What follows belongs to an exercise in optimizing a design on an open flow for small area, a short achievable clock period and few clock cycles per item; a production flow would make more cautious choices. In this exercise RTL edits were held to simulation tests only and were not proved equivalent to the original. Power is estimated from default activity; no workload was simulated.

**flow/design.v**
```verilog
package ppi_pkg;
  localparam int PALETTE_DEPTH = 256;
  localparam int ADDR_W        = $clog2(PALETTE_DEPTH);
  localparam int CNT_W         = $clog2(PALETTE_DEPTH + 1);
  localparam int COMP_W        = 8;
  localparam int CODE_W        = 16;
  localparam int IDX_W         = 8;
  typedef enum logic {
    ST_IDLE,
    ST_SCAN
  } ppi_state_t;
  typedef struct packed {
    logic              done;
    logic [ADDR_W-1:0] idx;
    logic              added;
    logic              over;
  } ppi_res_t;
  function automatic logic [CODE_W-1:0] to_bgr555(
    input logic [COMP_W-1:0] r,
    input logic [COMP_W-1:0] g,
    input logic [COMP_W-1:0] b
  );
    to_bgr555 = {g[2], b[7:3], g[7:3], r[7:3]};
  endfunction
endpackage
module ppi_search (
  input  logic                          clk,
  input  logic                          rst_n,
  input  logic                          start,
  input  logic [ppi_pkg::CODE_W-1:0]    code,
  output logic                          busy,
  output ppi_pkg::ppi_res_t             res
);
  logic [ppi_pkg::CODE_W-1:0] mem [ppi_pkg::PALETTE_DEPTH];
  logic [ppi_pkg::CODE_W-1:0] rd_data_r;
  ppi_pkg::ppi_state_t        state_r, state_nxt;
  logic [ppi_pkg::CNT_W-1:0]  count_r, count_nxt;
  logic [ppi_pkg::CNT_W-1:0]  issue_ptr_r, issue_ptr_nxt;
  logic [ppi_pkg::ADDR_W-1:0] cmp_idx_r, cmp_idx_nxt;
  logic              cmp_vld_r, cmp_vld_nxt;
  logic hit, all_issued, full, wr_en;
  assign hit        = cmp_vld_r && (rd_data_r == code);
  assign all_issued = (issue_ptr_r == count_r);
  assign full       = (count_r == ppi_pkg::CNT_W'(ppi_pkg::PALETTE_DEPTH));
  assign busy       = (state_r != ppi_pkg::ST_IDLE);
  always_comb begin
    state_nxt = state_r;
    unique case (state_r)
      ppi_pkg::ST_IDLE: begin
        if (start) state_nxt = ppi_pkg::ST_SCAN;
      end
      ppi_pkg::ST_SCAN: begin
        if (hit || all_issued) state_nxt = ppi_pkg::ST_IDLE;
      end
      default: state_nxt = ppi_pkg::ST_IDLE;
    endcase
  end
  always_comb begin
    issue_ptr_nxt = issue_ptr_r;
    cmp_idx_nxt   = cmp_idx_r;
    cmp_vld_nxt   = 1'b0;
    count_nxt     = count_r;
    wr_en         = 1'b0;
    res           = '0;
    unique case (state_r)
      ppi_pkg::ST_IDLE: begin
        if (start) issue_ptr_nxt = '0;
      end
      ppi_pkg::ST_SCAN: begin
        if (hit) begin
          res.done = 1'b1;
          res.idx  = cmp_idx_r;
        end else if (all_issued) begin
          res.done = 1'b1;
          if (full) begin
            res.over = 1'b1;
          end else begin
            res.added = 1'b1;
            res.idx   = count_r[ppi_pkg::ADDR_W-1:0];
            wr_en     = 1'b1;
            count_nxt = count_r + ppi_pkg::CNT_W'(1);
          end
        end else begin
          issue_ptr_nxt = issue_ptr_r + ppi_pkg::CNT_W'(1);
          cmp_idx_nxt   = issue_ptr_r[ppi_pkg::ADDR_W-1:0];
          cmp_vld_nxt   = 1'b1;
        end
      end
      default: ;
    endcase
  end
  always_ff @(posedge clk) begin
    if (!rst_n) begin
      state_r     <= ppi_pkg::ST_IDLE;
      count_r     <= '0;
      issue_ptr_r <= '0;
      cmp_vld_r   <= 1'b0;
    end else begin
      state_r     <= state_nxt;
      count_r     <= count_nxt;
      issue_ptr_r <= issue_ptr_nxt;
      cmp_vld_r   <= cmp_vld_nxt;
    end
  end
  always_ff @(posedge clk) begin
    cmp_idx_r <= cmp_idx_nxt;
  end
  always_ff @(posedge clk) begin
    if (wr_en) mem[count_r[ppi_pkg::ADDR_W-1:0]] <= code;
    rd_data_r <= mem[issue_ptr_r[ppi_pkg::ADDR_W-1:0]];
  end
endmodule
module pixel_palette_indexer (
  input  logic                          clk,
  input  logic                          rst_n,
  input  logic                          start,
  output logic                          busy,
  input  logic [ppi_pkg::COMP_W-1:0]    in_red,
  input  logic [ppi_pkg::COMP_W-1:0]    in_green,
  input  logic [ppi_pkg::COMP_W-1:0]    in_blue,
  output logic                          out_valid,
  output logic [ppi_pkg::IDX_W-1:0]     out_color_index,
  output logic [ppi_pkg::CODE_W-1:0]    out_color_code,
  output logic                          out_added_new,
  output logic                          out_overflowed
);
  logic              accept;
  logic [ppi_pkg::CODE_W-1:0] code_r;
  ppi_pkg::ppi_res_t          res;
  logic              out_valid_r;
  logic [ppi_pkg::IDX_W-1:0]  out_idx_r;
  logic [ppi_pkg::CODE_W-1:0] out_code_r;
  logic              out_added_r;
  logic              out_over_r;
  assign accept = start && !busy;
  always_ff @(posedge clk) begin
    if (accept) code_r <= ppi_pkg::to_bgr555(in_red, in_green, in_blue);
  end
  ppi_search u_search (
    .clk   (clk),
    .rst_n (rst_n),
    .start (accept),
    .code  (code_r),
    .busy  (busy),
    .res   (res)
  );
  always_ff @(posedge clk) begin
    if (!rst_n) begin
      out_valid_r <= 1'b0;
    end else begin
      out_valid_r <= res.done;
    end
  end
  always_ff @(posedge clk) begin
    if (res.done) begin
      out_idx_r   <= ppi_pkg::IDX_W'(res.idx);
      out_code_r  <= code_r;
      out_added_r <= res.added;
      out_over_r  <= res.over;
    end
  end
  assign out_valid       = out_valid_r;
  assign out_color_index = out_idx_r;
  assign out_color_code  = out_code_r;
  assign out_added_new   = out_added_r;
  assign out_overflowed  = out_over_r;
endmodule
```
**flow/run.sh**
```bash
#!/bin/bash
# synth_recipe.tcl (not shown) runs the flow's synth.tcl, then flattens the netlist and writes it again
# the make line also repeats each setting of config.mk as NAME=value (left out here)
make -C /OpenROAD-flow-scripts/flow DESIGN_CONFIG=/design/flow/config.mk WORK_HOME=/design/flow/orfs CLKGATE_MAP_FILE= SYNTH_SCRIPT=/design/flow/synth_recipe.tcl finish
```
**flow/config.mk**
```make
export PLATFORM = sky130hd
export DESIGN_NAME = pixel_palette_indexer
export DESIGN_NICKNAME = pixel_palette_indexer
export VERILOG_FILES = /design/flow/design.v
export SDC_FILE = /design/flow/constraint.sdc
export NUM_CORES = 4
export LEC_CHECK = 0
export CAP_MARGIN = 20
export CORE_MARGIN = 2
export CORE_UTILIZATION = 40
export SLEW_MARGIN = 20
export SYNTH_MEMORY_MAX_BITS = 8192
```
**flow/constraint.sdc**
```tcl
create_clock -name core_clock -period 10.0 [get_ports {clk}]
set_input_delay 2.0000 -clock core_clock [delete_from_list [all_inputs] [get_ports {clk}]]
set_output_delay 2.0000 -clock core_clock [all_outputs]
set_load 0.01 [all_outputs]
```
==> results.sh <==
export IMPL_max_freq_ghz=0.162
export IMPL_synthTopCellsByArea="edfxtp_1 77%, mux4_2 14%, mux2i_1 1.7%"
export IMPL_syn_nets=7226
export IMPL_synthTopCellsByCount="4146 x edfxtp_1, 1036 x mux4_2, 304 x nor2_1"
export IMPL_cp_arrival_ns=7.04
export IMPL_post_drt_wl_per_cell_microns=33.7
export IMPL_synth_area_leader_cell="edfxtp_1"
export IMPL_grt_pass1_wl_microns=619000
export IMPL_register_area_sq_um=125000
export IMPL_crit_family="buffers and inverters"
export IMPL_drive_gt1_frac=0.278
export IMPL_die_area_sq_um=407000
export IMPL_wirelength_microns=447000
export IMPL_worst_path_max_fanout=107
export IMPL_synth_compound_area_frac=0.0239
export IMPL_crit_slowest_cell="dfxtp_4"
export IMPL_internal_power_uw=28600
export IMPL_path_class="flip-flop to flip-flop"
export IMPL_finalSetupTns_ns=0
export IMPL_syn_avg_cell_area_sq_um=22.4
export IMPL_fin_skew_ns=0.0704
export IMPL_postCtsSetupBuffers=0
export IMPL_worst_slew_pin_slew_ns=1.33
export IMPL_path_buf_inv=4
export IMPL_routabilityCongestion=0.879
export IMPL_worst_ep_required_time_ns=10.85
export IMPL_worstSkewPairLatency_ns=0.99
export IMPL_boundaryPins=55
export IMPL_p_switching_uw=7380
export IMPL_max_stage_delay_ns=0.79
export IMPL_cts_root_buf="clkbuf_16"
export IMPL_ys_async_sr_fraction=0
export IMPL_hold_violations=0
export IMPL_viasPerCell=5.95
export IMPL_synth_top_family_by_area="multiplexers"
export IMPL_cp_end_kind="flip-flop"
export IMPL_cts_hold_buf=0
export IMPL_whs_ns=0.521
export IMPL_synth_top_area_frac=0.774
export IMPL_regToRegSetupSlack_ns=3.81
export IMPL_slew_headroom=0.114
export IMPL_synth_seq_cells=4183
export IMPL_power_frac_comb=0.028
export IMPL_grt_pass1_vias=78188
export IMPL_syn2layout_area_growth_pct=13.8
export IMPL_cts_resized=0
export IMPL_power_density_nw_per_um2=197
export IMPL_ys_types=76
export IMPL_drtIter0Drc=11372
export IMPL_cts_htree_levels=5
export IMPL_synth_edf_count=4146
export IMPL_cellLeakagePower_uw=0.0549
export IMPL_seq_power_share=0.538
export IMPL_fin_crit_ns=6.19
export IMPL_dieWidth_microns=638
export IMPL_hold_path_class="flip-flop to flip-flop"
export IMPL_outcome="complete, no violations"
export IMPL_synth_area_sq_um=161000
export IMPL_cap_violations=0
export IMPL_rsz0062_at_grt="false"
export IMPL_fillers=32844
export IMPL_fin_crit_sh=0.619
export IMPL_syn_inst=7194
export IMPL_synth_simple_area_share=0.0173
export IMPL_fp_row_count=232
export IMPL_ys_flop_type="edfxtp_1"
export IMPL_slew_violations=0
export IMPL_crit_path_cell_trace="buf_12 -> buf_4 -> buf_12 -> buf_4 -> mux4_2 -> mux4_2 -> a211oi_1 -> a221o_1 -> o31ai_1"
export IMPL_dp_hpwl_microns=261000
export IMPL_finalSetupViolations=0
export IMPL_pwr_share_clk=0.434
export IMPL_clk_pin_slew_worst_paths_ns=0.07
export IMPL_multi_input_area_sq_um=33900
export IMPL_swShare=0.205
export IMPL_startpoint_type="flip-flop"
export IMPL_antenna_found_initial=26
export IMPL_final_nets=7669
export IMPL_first_pass_iters=6
export IMPL_synth_mux_area_frac=0.163
export IMPL_io_buffers=46
export IMPL_antenna_left=0
export IMPL_cts_path_max_buffers=4
export IMPL_grt_max_degree=204
export IMPL_vdd_drop_max_v=0.000156
export IMPL_track_usage=0.216
export IMPL_ys_seq_area_frac=0.778
export IMPL_synth_adder_area_share=0.000389
export IMPL_dr_total_vias=78934
export IMPL_grt_overflow_total=0
export IMPL_cts_sinks=4183
export IMPL_drc_errors=0
export IMPL_die_y_microns=638
export IMPL_synth_most_common_cell="edfxtp_1"
export IMPL_cts_tree="built"
export IMPL_cts_buffers_inserted=416
export IMPL_coreArea_sq_um=400000
export IMPL_synth_warnings=2
export IMPL_synth_xor_area_share=0.00201
export IMPL_start_util=0.402
[final cells by class]
cell class	instances	area share
Sequential cell	4183	0.684
Multi-Input combinational cell	2584	0.185
Clock buffer	510	0.0595
Tap cell	5265	0.0360
Timing Repair Buffer	440	0.0205
Clock inverter	262	0.0145
Inverter	12	0.000314
Antenna cell	11	0.000150
[registers in the layout, summed over array words and instances (netlist names)]
| signal | cells |
|---|---|
| u_search.cmp_idx_r | 8 |
| out_added_r | 1 |
| out_over_r | 1 |
| out_valid_r | 1 |
| code_r | 16 |
| u_search.cmp_vld_r | 1 |
| u_search.count_r | 9 |
| u_search.rd_data_r | 16 |
| u_search.issue_ptr_r | 9 |
| u_search.mem | 4096 |
| out_code_r | 16 |
| out_idx_r | 8 |
| u_search.state_r | 1 |
[stage by stage]
| step | cells | utilization | cell area [sq um] | total power (uW) | setup WS, ns |
|---|---|---|---|---|---|
| 2_1_floorplan | 7194 | - | 161000 | 20400 | 3.89 |
| 3_3_place_gp | 12472 | 0.423 | 169000 | 20700 | 3.57 |
| 3_5_place_dp | 12481 | 0.424 | 169000 | 20800 | 3.71 |
| 4_1_cts | 13253 | 0.457 | 183000 | 36200 | 3.72 |
| 5_1_grt | 13259 | 0.458 | 183000 | 36900 | 3.45 |
| 6_report | 13267 | 0.458 | 183000 | 36000 | 3.81 |
[cell usage in the layout (no fill, tap or decap), types with 8 or more instances in the layout]
cell type	netlist	routed
edfxtp_1	4146	4146
mux4_2	1036	1036
clkbuf_16	0	420
buf_4	44	361
mux2i_1	278	278
nand2_1	185	176
nor2_1	304	159
a21oi_1	151	151
nor2_2	1	108
clkinv_1	2	95
clkinv_2	0	88
clkbuf_1	141	86
a22oi_1	76	76
o21ai_0	72	71
a221oi_1	68	68
nand3_1	52	48
bufinv_16	0	47
clkdlybuf4s50_1	0	46
nor2_4	0	38
o221ai_1	30	30
xnor2_1	30	30
dfxtp_1	37	30
o22ai_1	26	26
nor3_1	24	23
o21ai_1	22	23
buf_12	1	22
o211ai_1	18	18
a31oi_1	18	17
a211oi_1	18	17
nor2b_1	23	16
nand4_1	15	15
and2_1	17	14
diode_2	0	11
inv_6	0	11
nand2_2	0	9
a22o_1	8	8
o2111ai_1	8	8
clkinvlp_4	0	8
[worst register-to-register path: cells and delay by family (launching register included)]
kind,cells,cell delay [ns]
AOI/OAI and AO/OA,3,1.26
buffers and inverters,4,2.83
DFF,1,0.79
muxes,2,1.20
[cell families after synthesis]
kind of cell    after synthesis
buf+inv                     427
simple gates                651
fa+ha+maj                     5
mux                        1320
compound gates              571
xor+xnor                     37
flops                      4183
[per-layer routing]
metal | wire length (microns) | share of wire | vias up | track usage
met5 | 111 | 0.00025 | - | 0
met4 | 18000 | 0.040 | 18 | 0.0785
met3 | 44600 | 0.10 | 764 | 0.0502
met2 | 209000 | 0.47 | 4032 | 0.336
met1 | 176000 | 0.39 | 42720 | 0.297
li1 | - | - | 31400 | -
[power groups by stage]
stage | Sequential [uW] | Combinational [uW] | Clock [uW]
2_1_floorplan | 20000 | 457 | 0
3_3_place_gp | 19800 | 977 | 0
3_5_place_dp | 19800 | 1020 | 0
4_1_cts | 19400 | 1010 | 15800
5_1_grt | 19400 | 1070 | 16500
6_report | 19400 | 1010 | 15600
[worst paths after layout]
kind | start | endpoint | depth (start not counted)
setup / recovery | u_search.issue_ptr_r[0]$_SDFFE_PN0P_ | u_search.rd_data_r[15]$_DFF_P_ | 9
hold / removal | u_search.issue_ptr_r[8]$_SDFFE_PN0P_ | u_search.issue_ptr_r[8]$_SDFFE_PN0P_ | 2
setup reg to reg | u_search.issue_ptr_r[0]$_SDFFE_PN0P_ | u_search.rd_data_r[15]$_DFF_P_ | 9
hold reg to reg | u_search.issue_ptr_r[8]$_SDFFE_PN0P_ | u_search.issue_ptr_r[8]$_SDFFE_PN0P_ | 2
Testbench counts, summed over its fixed seeds: cycles 921,174, items 12,000.

[what the ideal ports hide]
No port has a modelled driver above. Below, the same layout with a new extraction and two added sets of constraints.
Step 1 assumes that a clkbuf_16 drives the clock port and a buf_2 every other input.
Step 2 moves the port delays by t, midway between the first and last clock arrival at a register: inputs arrive t later, outputs are due t later. That takes back most of the time a late clock gives input paths.
Slacks: no drivers / after step 1 / after step 2; pairs: no drivers / after step 1.
shift t [ns]: 1.054
slack for setup (ns): 3.809 / 3.809 / 3.809
worst data-port slew with drivers (ns): 0.22
cell pins on the clock port's net: 1
After both steps setup and hold are still met in this run. For this run, drivers alone change the setup slack by 0.000 ns; drivers and shift together by 0.000 ns.
